From an optimization exercise on the open Yosys and OpenROAD flow, aimed at small area; shortcuts taken in it are not production practice.
Where RTL was checked, it was by simulation tests only, not by an equivalence proof against the original.

==> inputs of run a <==
// tone_keypad_recorder_player
module tone_keypad_recorder_player #(
    parameter int SLOTS    = tkrp_pkg::DEF_SLOTS,
    parameter int SONG_LEN = tkrp_pkg::DEF_SONG_LEN,
    parameter int NOTES    = tkrp_pkg::DEF_NOTES
) (
    input  logic                                    clk,
    input  logic                                    rst_n,
    input  logic                                    cfg_wr_en,
    input  logic [tkrp_pkg::LIMIT_W-1:0]            cfg_wr_data,
    input  logic                                    in_valid,
    output logic                                    in_ready,
    input  logic [tkrp_pkg::KEY_BITS-1:0]           key_mask,
    input  logic [tkrp_pkg::CMD_W-1:0]              cmd,
    output logic                                    out_valid,
    input  logic                                    out_ready,
    output logic [tkrp_pkg::MODE_W-1:0]             mode,
    output logic [tkrp_pkg::NOTE_OUT_W-1:0]         live_note,
    output logic signed [tkrp_pkg::OCT_W-1:0]       live_octave,
    output logic [tkrp_pkg::NOTE_OUT_W-1:0]         play_note,
    output logic signed [tkrp_pkg::OCT_W-1:0]       play_octave,
    output logic [tkrp_pkg::REM_W-1:0]              remaining,
    output logic                                    show_update
);
Settings: LEC_CHECK=0, CAP_MARGIN=20, CORE_MARGIN=2, CORE_UTILIZATION=60, GPL_TIMING_DRIVEN=0, PLACE_DENSITY=0.7, SLEW_MARGIN=20; clock period 12.0 ns.
standard.sh (not shown) runs the stock make flow with config.mk's settings and CLKGATE_MAP_FILE= SYNTH_SCRIPT=/design/flow/synth_recipe.tcl, a recipe that flattens the netlist after the stock synthesis.
==> flow/flow/run.sh <==
#!/bin/bash
# The standard layout (the standard.sh, standard synthesis unchanged) with two changes:
# clock tree synthesis uses clkbuf_8 buffers for clusters of up to 16 registers and inserts
# no dummy loads, and the port buffers are buf_1 cells. The full output goes to standard.log.
set -e
export CTS_ARGS="-sink_clustering_enable -repair_clock_nets -dont_use_dummy_load -sink_clustering_size 16 -sink_clustering_max_diameter 60 -buf_list sky130_fd_sc_hd__clkbuf_8"
export BUFFER_PORTS_ARGS="-buffer_cell sky130_fd_sc_hd__buf_1"
bash standard.sh > standard.log 2>&1
==> run b: changes against run a <==
--- a/flow/design.v
+++ b/flow/design.v
@@ -22,149 +22,56 @@
     localparam int SHOW_PERIOD = 10;
     localparam int RECIP_MUL   = 205;
     localparam int RECIP_SHIFT = 11;
 endpackage
 module tkrp_song_store (
     input  logic       clk,
     input  logic       rst_n,
     input  logic       wr_en,
-    input  logic       wr_phase,
     input  logic [6:0] wr_k,
     input  logic [1:0] wr_slot,
     input  logic [5:0] wr_data,
-    input  logic [2:0] wr_keep,
     input  logic [6:0] rd_k,
     input  logic [1:0] rd_slot,
     output logic       rd_hit,
     output logic [5:0] rd_data
 );
     localparam int PLACES = 124;
     localparam int TAPS   = PLACES / 4;
-    function automatic logic [6:0] enc7(input logic [3:0] n, input logic [1:0] ta,
-                                        input logic [1:0] tb);
-        logic [3:0] c;
-        c = 4'(ta) * 4'd3 + 4'(tb);
-        if (c[3])
-        begin
-            enc7 = {n[2:0], 4'd13 + 4'(n[3])};
-        end
-        else
-        begin
-            enc7 = {c[2:0], n};
-        end
-    endfunction
-    function automatic logic [7:0] dec7(input logic [6:0] v);
-        logic [3:0] c;
-        logic [3:0] n;
-        if (v[3:0] >= 4'd13)
-        begin
-            c = 4'd8;
-            n = {v[3:0] == 4'd14, v[6:4]};
-        end
-        else
-        begin
-            c = 4'(v[6:4]);
-            n = v[3:0];
-        end
-        dec7 = {2'(c / 4'd3), 2'(c % 4'd3), n};
-    endfunction
-    function automatic logic [8:0] enc9(input logic [3:0] na, input logic [3:0] nb,
-                                        input logic [1:0] tr);
-        logic [3:0] m;
-        m = na - 4'd6;
-        if (!tr[1])
-        begin
-            enc9 = {tr[0], na, nb};
-        end
-        else if (na <= 4'd5)
-        begin
-            enc9 = {na[0], 4'd13 + 4'(na[2:1]), nb};
-        end
-        else if (na <= 4'd11)
-        begin
-            enc9 = {m[0], nb, 4'd13 + 4'(m[2:1])};
-        end
-        else
-        begin
-            enc9 = {nb[0], 4'd13 + 4'((nb % 4'd6) / 4'd2), 4'd13 + 4'(nb / 4'd6)};
-        end
-    endfunction
-    function automatic logic [9:0] dec9(input logic [8:0] v);
-        logic       b;
-        logic [3:0] g1, g2;
-        logic [3:0] x1, x2;
-        {b, g1, g2} = v;
-        x1 = g1 - 4'd13;
-        x2 = g2 - 4'd13;
-        if (g1 < 4'd13 && g2 < 4'd13)
-        begin
-            dec9 = {1'b0, b, g1, g2};
-        end
-        else if (g2 < 4'd13)
-        begin
-            dec9 = {2'd2, 4'(x1[1:0]) * 4'd2 + 4'(b), g2};
-        end
-        else if (g1 < 4'd13)
-        begin
-            dec9 = {2'd2, 4'd6 + 4'(x2[1:0]) * 4'd2 + 4'(b), g1};
-        end
-        else
-        begin
-            dec9 = {2'd2, 4'd12, 4'(b) + 4'(x1[1:0]) * 4'd2 + 4'(x2[1:0]) * 4'd6};
-        end
-    endfunction
     logic [6:0]  t;
-    logic [15:0] q [PLACES];
+    logic [17:0] q [PLACES];
     logic [2:0]  pv;
     logic [4:0]  ptap  [1:3];
     logic [5:0]  pdata [1:3];
-    logic [2:0]  pkeep [1:3];
     logic [6:0]  wpl;
     logic [1:0]  wait_n;
     logic [4:0]  wtap;
     logic        w_now;
     logic        w_go;
     logic [4:0]  w_tap;
+    logic [1:0]  w_slot;
     logic [5:0]  w_data;
-    logic [2:0]  w_keep;
-    logic [TAPS-1:0] wsel;
     logic [6:0]  rpl;
-    logic [4:0]  rtap;
     logic [TAPS-1:0] rsel;
     logic [7:0]  wdiff, rdiff;
-    logic [15:0] rword;
-    logic [7:0]  d7;
-    logic [9:0]  d9;
-    logic [3:0]  rn [3];
-    logic [1:0]  rt [3];
-    logic [3:0]  nn [3];
-    logic [1:0]  nt [3];
-    logic [15:0] new_word;
-    always_ff @(posedge clk or negedge rst_n)
+    logic [17:0] rword;
+    always_ff @(posedge clk)
     begin
-        if (!rst_n)
-        begin
-            t <= '0;
-        end
-        else
-        begin
-            t <= (t == 7'(PLACES - 1)) ? 7'd0 : t + 7'd1;
-        end
+        t <= (t == 7'(PLACES - 1)) ? 7'd0 : t + 7'd1;
     end
     assign wdiff  = {1'b0, t} - {1'b0, wr_k} + 8'd3;
     assign wpl    = wdiff[7] ? 7'(wdiff + 8'(PLACES)) : wdiff[6:0];
-    assign wait_n = 2'(-wpl[1:0]);
-    assign wtap   = (wpl[1:0] == 2'd0) ? wpl[6:2]
-                  : (wpl[6:2] == 5'(TAPS - 1)) ? 5'd0 : wpl[6:2] + 5'd1;
+    assign wait_n = ~wpl[1:0];
+    assign wtap   = (wpl[6:2] == 5'(TAPS - 1)) ? 5'd0 : wpl[6:2] + 5'd1;
     assign w_now  = wr_en && (wait_n == 2'd0);
     assign w_go   = w_now || pv[0];
-    assign w_tap  = pv[0] ? ptap[1] : wtap;
-    assign w_data = pv[0] ? pdata[1] : wr_data;
-    assign w_keep = pv[0] ? pkeep[1] : wr_keep;
+    assign w_tap  = w_now ? wtap : ptap[1];
+    assign w_slot = wr_slot;
+    assign w_data = w_now ? wr_data : pdata[1];
     always_ff @(posedge clk or negedge rst_n)
     begin
         if (!rst_n)
         begin
             pv <= '0;
         end
         else
         begin
@@ -172,100 +79,78 @@
             pv[1] <= (wr_en && (wait_n == 2'd2)) || pv[2];
             pv[0] <= (wr_en && (wait_n == 2'd1)) || pv[1];
         end
     end
     always_ff @(posedge clk)
     begin
         ptap[3]  <= wtap;
         pdata[3] <= wr_data;
-        pkeep[3] <= wr_keep;
         for (int j = 1; j < 3; j++)
         begin
             if (wr_en && wait_n == 2'(j))
             begin
                 ptap[j]  <= wtap;
                 pdata[j] <= wr_data;
-                pkeep[j] <= wr_keep;
             end
             else
             begin
                 ptap[j]  <= ptap[j+1];
                 pdata[j] <= pdata[j+1];
-                pkeep[j] <= pkeep[j+1];
             end
         end
     end
+    for (genvar i = 0; i < PLACES; i++)
+    begin : g_place
+        logic [17:0] word;
+        if (i % 4 == 0)
+        begin : g_tap
+            always_ff @(posedge clk)
+            begin
+                for (int s = 0; s < 3; s++)
+                begin
+                    if (w_go && w_tap == 5'(i / 4) && w_slot == 2'(s))
+                    begin
+                        word[6*s +: 6] <= w_data;
+                    end
+                    else
+                    begin
+                        word[6*s +: 6] <= q[(i + PLACES - 1) % PLACES][6*s +: 6];
+                    end
+                end
+            end
+        end
+        else
+        begin : g_pass
+            always_ff @(posedge clk)
+            begin
+                word <= q[i - 1];
+            end
+        end
+        assign q[i] = word;
+    end
     assign rdiff  = {1'b0, t} - {1'b0, rd_k} + 8'd3;
     assign rpl    = rdiff[7] ? 7'(rdiff + 8'(PLACES)) : rdiff[6:0];
     assign rd_hit = (rpl[1:0] == 2'd0);
-    assign rtap   = (wr_phase || pv[0]) ? w_tap : rpl[6:2];
     always_comb
     begin
         for (int m = 0; m < TAPS; m++)
         begin
-            rsel[m] = (rtap == 5'(m));
-            wsel[m] = w_go && (w_tap == 5'(m));
+            rsel[m] = (rpl[6:2] == 5'(m));
         end
         rword = '0;
         for (int m = 0; m < TAPS; m++)
         begin
-            rword = rword | ({16{rsel[m]}} & q[4 * m]);
+            rword = rword | ({18{rsel[m]}} & q[4 * m]);
         end
-        d7 = dec7(rword[6:0]);
-        d9 = dec9(rword[15:7]);
-        rn[0] = d7[3:0];
-        rt[0] = d7[7:6];
-        rt[1] = d7[5:4];
-        rn[1] = d9[7:4];
-        rn[2] = d9[3:0];
-        rt[2] = d9[9:8];
         case (rd_slot)
-            2'd1:    rd_data = {rt[1], rn[1]};
-            2'd2:    rd_data = {rt[2], rn[2]};
-            default: rd_data = {rt[0], rn[0]};
+            2'd1:    rd_data = rword[11:6];
+            2'd2:    rd_data = rword[17:12];
+            default: rd_data = rword[5:0];
         endcase
-        for (int s = 0; s < 3; s++)
-        begin
-            if (wr_slot == 2'(s))
-            begin
-                nn[s] = w_data[3:0];
-                nt[s] = w_data[5:4];
-            end
-            else if (w_keep[s])
-            begin
-                nn[s] = rn[s];
-                nt[s] = rt[s];
-            end
-            else
-            begin
-                nn[s] = '0;
-                nt[s] = '0;
-            end
-        end
-        new_word = {enc9(nn[1], nn[2], nt[2]), enc7(nn[0], nt[0], nt[1])};
-    end
-    for (genvar i = 0; i < PLACES; i++)
-    begin : g_place
-        logic [15:0] word;
-        if (i % 4 == 1)
-        begin : g_write
-            always_ff @(posedge clk)
-            begin
-                word <= wsel[i / 4] ? new_word : q[i - 1];
-            end
-        end
-        else
-        begin : g_pass
-            always_ff @(posedge clk)
-            begin
-                word <= q[(i + PLACES - 1) % PLACES];
-            end
-        end
-        assign q[i] = word;
     end
 endmodule
 module tone_keypad_recorder_player #(
     parameter int SLOTS    = tkrp_pkg::DEF_SLOTS,
     parameter int SONG_LEN = tkrp_pkg::DEF_SONG_LEN,
     parameter int NOTES    = tkrp_pkg::DEF_NOTES
 ) (
     input  logic                                    clk,
@@ -321,17 +206,16 @@
     logic              sel_play;
     logic              in_head;
     logic [2:0]        fill;
     logic              fetch_en;
     logic              rd_hit;
     logic [5:0]        rd_data;
     logic [5:0]        next_entry;
     logic              play_on;
-    logic [2:0]        keep;
     logic [1:0]        sel_slot;
     logic              sel_ok;
     assign in_ready = !out_valid_reg || out_ready;
     assign accept   = in_valid && in_ready;
     always_comb
     begin
         live = 4'd12;
         for (int i = 0; i < 12; i++)
@@ -380,29 +264,23 @@
                 end
             end
         end
     end
     assign sel_play = accept && (mode_reg == MODE_PLAY_SEL) && sel_ok;
     assign in_head  = (pos_reg[6:2] == 5'd0) && (pos_reg[1:0] != 2'd3);
     assign fill     = 3'(fetch_reg) - (in_head ? 3'd3 : 3'(pos_reg));
     assign fetch_en = rd_hit && is_play && !fill[2];
-    for (genvar ks = 0; ks < 3; ks++)
-    begin : g_keep
-        assign keep[ks] = ({1'b0, pos_reg} + 8'd2) <= len_reg[ks];
-    end
     tkrp_song_store u_store (
         .clk     (clk),
         .rst_n   (rst_n),
         .wr_en   (accept && is_rec && !in_head && !at_end && cmd != tkrp_pkg::CMD_A),
-        .wr_phase(is_rec),
         .wr_k    (pos_reg),
         .wr_slot (slot_reg),
         .wr_data (entry),
-        .wr_keep (keep),
         .rd_k    (fetch_reg),
         .rd_slot (slot_reg),
         .rd_hit  (rd_hit),
         .rd_data (rd_data)
     );
     always_ff @(posedge clk)
     begin
         if (sel_play)
==> flow/flow/run.sh (replaced) <==
#!/bin/bash
# Standard layout, but clock tree synthesis without dummy loads and with mid-size buffers.
set -e
export CTS_ARGS="-sink_clustering_enable -repair_clock_nets -dont_use_dummy_load -sink_clustering_size 12 -sink_clustering_max_diameter 50 -buf_list sky130_fd_sc_hd__clkbuf_8"
bash standard.sh > standard.log 2>&1
Settings changed: GPL_TIMING_DRIVEN 0 to unset.
==> run c: changes against run a <==
Settings changed: CAP_MARGIN 20 to 0, GPL_TIMING_DRIVEN 0 to unset, SLEW_MARGIN 20 to 0.
==> notes <==
- Run a passed the timing, design-rule and antenna checks. Run b finished clean. Run c went through all stages and came out clean.
- Between run c and run a, the lower maximum frequency is in run a (gap about 6%, measured against run a).
- The lowest sequential share of layout area belongs to run a, the highest to run b.
- In run a the flip-flop and latch count is lower than in run b, by 239.
- Against run a, the setup slack of run c is higher by 0.64 ns.
- Between run b and run a, the lower synthesized cell count is in run b (gap about 6%, measured against run a).
- The lowest cell area belongs to run c, the highest to run b.
- The highest count of clock-buffer cells in the layout belongs to run b, the lowest to run a.
- In run c the via count is lower than in run b, by about 6%.
The RTL of run b was laid out without a check of its function.

==> v27: inputs <==
Another version of the RTL of tone_keypad_recorder_player (not shown whole).
## tone_keypad_recorder_player
module tone_keypad_recorder_player #(
    parameter int SLOTS    = tkrp_pkg::DEF_SLOTS,
    parameter int SONG_LEN = tkrp_pkg::DEF_SONG_LEN,
    parameter int NOTES    = tkrp_pkg::DEF_NOTES
) (
    input  logic                                    clk,
    input  logic                                    rst_n,
    input  logic                                    cfg_wr_en,
    input  logic [tkrp_pkg::LIMIT_W-1:0]            cfg_wr_data,
    input  logic                                    in_valid,
    output logic                                    in_ready,
    input  logic [tkrp_pkg::KEY_BITS-1:0]           key_mask,
    input  logic [tkrp_pkg::CMD_W-1:0]              cmd,
    output logic                                    out_valid,
    input  logic                                    out_ready,
    output logic [tkrp_pkg::MODE_W-1:0]             mode,
    output logic [tkrp_pkg::NOTE_OUT_W-1:0]         live_note,
    output logic signed [tkrp_pkg::OCT_W-1:0]       live_octave,
    output logic [tkrp_pkg::NOTE_OUT_W-1:0]         play_note,
    output logic signed [tkrp_pkg::OCT_W-1:0]       play_octave,
    output logic [tkrp_pkg::REM_W-1:0]              remaining,
    output logic                                    show_update
);
==> flow/config.mk <==
export PLATFORM = sky130hd
export DESIGN_NAME = tone_keypad_recorder_player
export DESIGN_NICKNAME = tone_keypad_recorder_player
export VERILOG_FILES = /design/flow/design.v
export SDC_FILE = /design/flow/constraint.sdc
export NUM_CORES = 4
export LEC_CHECK = 0
export CAP_MARGIN = 20
export CORE_MARGIN = 2
export CORE_UTILIZATION = 60
export PLACE_DENSITY = 0.7
export SLEW_MARGIN = 20
==> flow/constraint.sdc <==
create_clock -name core_clock -period 12.0 [get_ports {clk}]
set_input_delay 2.4000 -clock core_clock [delete_from_list [all_inputs] [get_ports {clk}]]
set_output_delay 2.4000 -clock core_clock [all_outputs]
set_load 0.01 [all_outputs]
==> flow/flow/run.sh <==
#!/bin/bash
# The standard layout (the standard.sh, standard synthesis unchanged) with two changes:
# clock tree synthesis uses clkbuf_8 buffers for clusters of up to 16 registers and inserts
# no dummy loads, and the port buffers are buf_1 cells. The full output goes to standard.log.
set -e
export CTS_ARGS="-sink_clustering_enable -repair_clock_nets -dont_use_dummy_load -sink_clustering_size 16 -sink_clustering_max_diameter 60 -buf_list sky130_fd_sc_hd__clkbuf_8"
export BUFFER_PORTS_ARGS="-buffer_cell sky130_fd_sc_hd__buf_1"
bash standard.sh > standard.log 2>&1
==> v17 (differences from v27) <==
--- a/flow/design.v
+++ b/flow/design.v
@@ -28,54 +28,34 @@
     input  logic       rst_n,
     input  logic       wr_en,
     input  logic [6:0] wr_k,
     input  logic [1:0] wr_slot,
     input  logic [5:0] wr_data,
-    input  logic [2:0] wr_keep,
     input  logic [6:0] rd_k,
     input  logic [1:0] rd_slot,
     output logic       rd_hit,
     output logic [5:0] rd_data
 );
     localparam int PLACES = 124;
     localparam int TAPS   = PLACES / 4;
-    function automatic logic [5:0] unpack3(input logic [4:0] v);
-        unpack3 = '0;
-        for (int i = 0; i < 27; i++)
-        begin
-            if (v == 5'(i))
-            begin
-                unpack3 = {2'(i / 9), 2'((i / 3) % 3), 2'(i % 3)};
-            end
-        end
-    endfunction
-    function automatic logic [4:0] pack3(input logic [5:0] tr);
-        pack3 = 5'(tr[1:0]) + 5'(tr[3:2]) * 5'd3 + 5'(tr[5:4]) * 5'd9;
-    endfunction
     logic [6:0]  t;
-    logic [16:0] q [PLACES];
+    logic [17:0] q [PLACES];
     logic [2:0]  pv;
     logic [4:0]  ptap  [1:3];
     logic [5:0]  pdata [1:3];
-    logic [2:0]  pkeep [1:3];
     logic [6:0]  wpl;
     logic [1:0]  wait_n;
     logic [4:0]  wtap;
     logic        w_now;
     logic        w_go;
     logic [4:0]  w_tap;
+    logic [1:0]  w_slot;
     logic [5:0]  w_data;
-    logic [2:0]  w_keep;
-    logic [TAPS-1:0] wsel;
-    logic [4:0]  old_tr;
-    logic [5:0]  old_t, new_t;
-    logic [4:0]  new_tr;
     logic [6:0]  rpl;
     logic [TAPS-1:0] rsel;
     logic [7:0]  wdiff, rdiff;
-    logic [16:0] rword;
-    logic [5:0]  rd_t;
+    logic [17:0] rword;
     always_ff @(posedge clk or negedge rst_n)
     begin
         if (!rst_n)
         begin
             t <= '0;
@@ -90,12 +70,12 @@
     assign wait_n = ~wpl[1:0];
     assign wtap   = (wpl[6:2] == 5'(TAPS - 1)) ? 5'd0 : wpl[6:2] + 5'd1;
     assign w_now  = wr_en && (wait_n == 2'd0);
     assign w_go   = w_now || pv[0];
     assign w_tap  = w_now ? wtap : ptap[1];
+    assign w_slot = wr_slot;
     assign w_data = w_now ? wr_data : pdata[1];
-    assign w_keep = w_now ? wr_keep : pkeep[1];
     always_ff @(posedge clk or negedge rst_n)
     begin
         if (!rst_n)
         begin
             pv <= '0;
@@ -109,78 +89,42 @@
     end
     always_ff @(posedge clk)
     begin
         ptap[3]  <= wtap;
         pdata[3] <= wr_data;
-        pkeep[3] <= wr_keep;
         for (int j = 1; j < 3; j++)
         begin
             if (wr_en && wait_n == 2'(j))
             begin
                 ptap[j]  <= wtap;
                 pdata[j] <= wr_data;
-                pkeep[j] <= wr_keep;
             end
             else
             begin
                 ptap[j]  <= ptap[j+1];
                 pdata[j] <= pdata[j+1];
-                pkeep[j] <= pkeep[j+1];
             end
         end
     end
-    always_comb
-    begin
-        for (int m = 0; m < TAPS; m++)
-        begin
-            wsel[m] = w_go && (w_tap == 5'(m));
-        end
-        old_tr = '0;
-        for (int m = 0; m < TAPS; m++)
-        begin
-            old_tr = old_tr | ({5{wsel[m]}} & q[(4 * m + PLACES - 1) % PLACES][16:12]);
-        end
-        old_t = unpack3(old_tr);
-        for (int s = 0; s < 3; s++)
-        begin
-            if (wr_slot == 2'(s))
-            begin
-                new_t[2*s +: 2] = w_data[5:4];
-            end
-            else
-            begin
-                new_t[2*s +: 2] = w_keep[s] ? old_t[2*s +: 2] : 2'd0;
-            end
-        end
-        new_tr = pack3(new_t);
-    end
     for (genvar i = 0; i < PLACES; i++)
     begin : g_place
-        logic [16:0] word;
+        logic [17:0] word;
         if (i % 4 == 0)
         begin : g_tap
             always_ff @(posedge clk)
             begin
                 for (int s = 0; s < 3; s++)
                 begin
-                    if (wsel[i / 4] && wr_slot == 2'(s))
+                    if (w_go && w_tap == 5'(i / 4) && w_slot == 2'(s))
                     begin
-                        word[4*s +: 4] <= w_data[3:0];
+                        word[6*s +: 6] <= w_data;
                     end
                     else
                     begin
-                        word[4*s +: 4] <= q[(i + PLACES - 1) % PLACES][4*s +: 4];
+                        word[6*s +: 6] <= q[(i + PLACES - 1) % PLACES][6*s +: 6];
                     end
                 end
-                if (wsel[i / 4])
-                begin
-                    word[16:12] <= new_tr;
-                end
-                else
-                begin
-                    word[16:12] <= q[(i + PLACES - 1) % PLACES][16:12];
-                end
             end
         end
         else
         begin : g_pass
             always_ff @(posedge clk)
@@ -200,17 +144,16 @@
             rsel[m] = (rpl[6:2] == 5'(m));
         end
         rword = '0;
         for (int m = 0; m < TAPS; m++)
         begin
-            rword = rword | ({17{rsel[m]}} & q[4 * m]);
+            rword = rword | ({18{rsel[m]}} & q[4 * m]);
         end
-        rd_t = unpack3(rword[16:12]);
         case (rd_slot)
-            2'd1:    rd_data = {rd_t[3:2], rword[7:4]};
-            2'd2:    rd_data = {rd_t[5:4], rword[11:8]};
-            default: rd_data = {rd_t[1:0], rword[3:0]};
+            2'd1:    rd_data = rword[11:6];
+            2'd2:    rd_data = rword[17:12];
+            default: rd_data = rword[5:0];
         endcase
     end
 endmodule
 module tone_keypad_recorder_player #(
     parameter int SLOTS    = tkrp_pkg::DEF_SLOTS,
@@ -273,11 +216,10 @@
     logic              fetch_en;
     logic              rd_hit;
     logic [5:0]        rd_data;
     logic [5:0]        next_entry;
     logic              play_on;
-    logic [2:0]        keep;
     logic [1:0]        sel_slot;
     logic              sel_ok;
     assign in_ready = !out_valid_reg || out_ready;
     assign accept   = in_valid && in_ready;
     always_comb
@@ -332,22 +274,17 @@
     end
     assign sel_play = accept && (mode_reg == MODE_PLAY_SEL) && sel_ok;
     assign in_head  = (pos_reg[6:2] == 5'd0) && (pos_reg[1:0] != 2'd3);
     assign fill     = 3'(fetch_reg) - (in_head ? 3'd3 : 3'(pos_reg));
     assign fetch_en = rd_hit && is_play && !fill[2];
-    for (genvar ks = 0; ks < 3; ks++)
-    begin : g_keep
-        assign keep[ks] = ({1'b0, pos_reg} + 8'd2) <= len_reg[ks];
-    end
     tkrp_song_store u_store (
         .clk     (clk),
         .rst_n   (rst_n),
         .wr_en   (accept && is_rec && !in_head && !at_end && cmd != tkrp_pkg::CMD_A),
         .wr_k    (pos_reg),
         .wr_slot (slot_reg),
         .wr_data (entry),
-        .wr_keep (keep),
         .rd_k    (fetch_reg),
         .rd_slot (slot_reg),
         .rd_hit  (rd_hit),
         .rd_data (rd_data)
     );
==> run summary <==
quantity                                                            v17                      v27
Result of the run                               complete, no violations  complete, no violations
Clock latency on the worst-skew pair                            0.91 ns                  0.88 ns
Worst-case setup margin in the final layout                     4.21 ns                 0.626 ns
Via count of the first global-routing pass                        36300                    39000
Total wirelength of the detailed-routed design                   175 mm                   187 mm
Launch point of the worst path                              slot_reg[1]              slot_reg[0]
Number of CTS-inserted buffers                                      172                      169
Length in cells of the worst reg-to-reg path                         17                       35
Met2 Routed Length                                              75.0 mm                  77.2 mm
Number of antenna repair diodes                                       5                        3
Synth Area in Compound Gates                                      6.37%                    11.8%
NonClk Buf Share                                                 0.925%                    1.51%
Well tap count                                                     1500                     1414
Synthesized area                                             67700 um^2               65900 um^2
Cell area after layout                                       72000 um^2               70600 um^2
Die Y-Extent                                                     340 um                   336 um

## static timing again, ports no longer ideal
No port has a modelled driver above. Below, the same layouts with a new extraction and two added sets of constraints. Step 1 sets driving cells, clkbuf_16 on the clock port and buf_2 on the other inputs (assumed; they add their load-dependent delay and slew). Step 2 moves the port delays by t, midway between the first and last clock arrival at a register: inputs arrive t later, outputs are due t later. That takes back most of the time a late clock gives input paths. Three values: ideal ports, drivers, drivers and shift; two values: the first two.
| run | t, ns | setup slack, ns | worst data-port slew with drivers (ns) | cell pins on the clock port's net |
|---|---|---|---|---|
| run a | 0.918 | 0.289 / 0.289 / 0.289 | 0.05 | 1 |
| run b | 0.973 | 3.931 / 3.861 / 4.598 | 0.04 | 1 |
| run c | 0.911 | 0.932 / 0.932 / 0.932 | 0.04 | 1 |
| v27 | 0.888 | 0.626 / 0.626 / 0.626 | 0.03 | 1 |
| v17 | 0.920 | 4.205 / 4.138 / 4.606 | 0.03 | 1 |
After both steps every run listed still meets setup and hold.
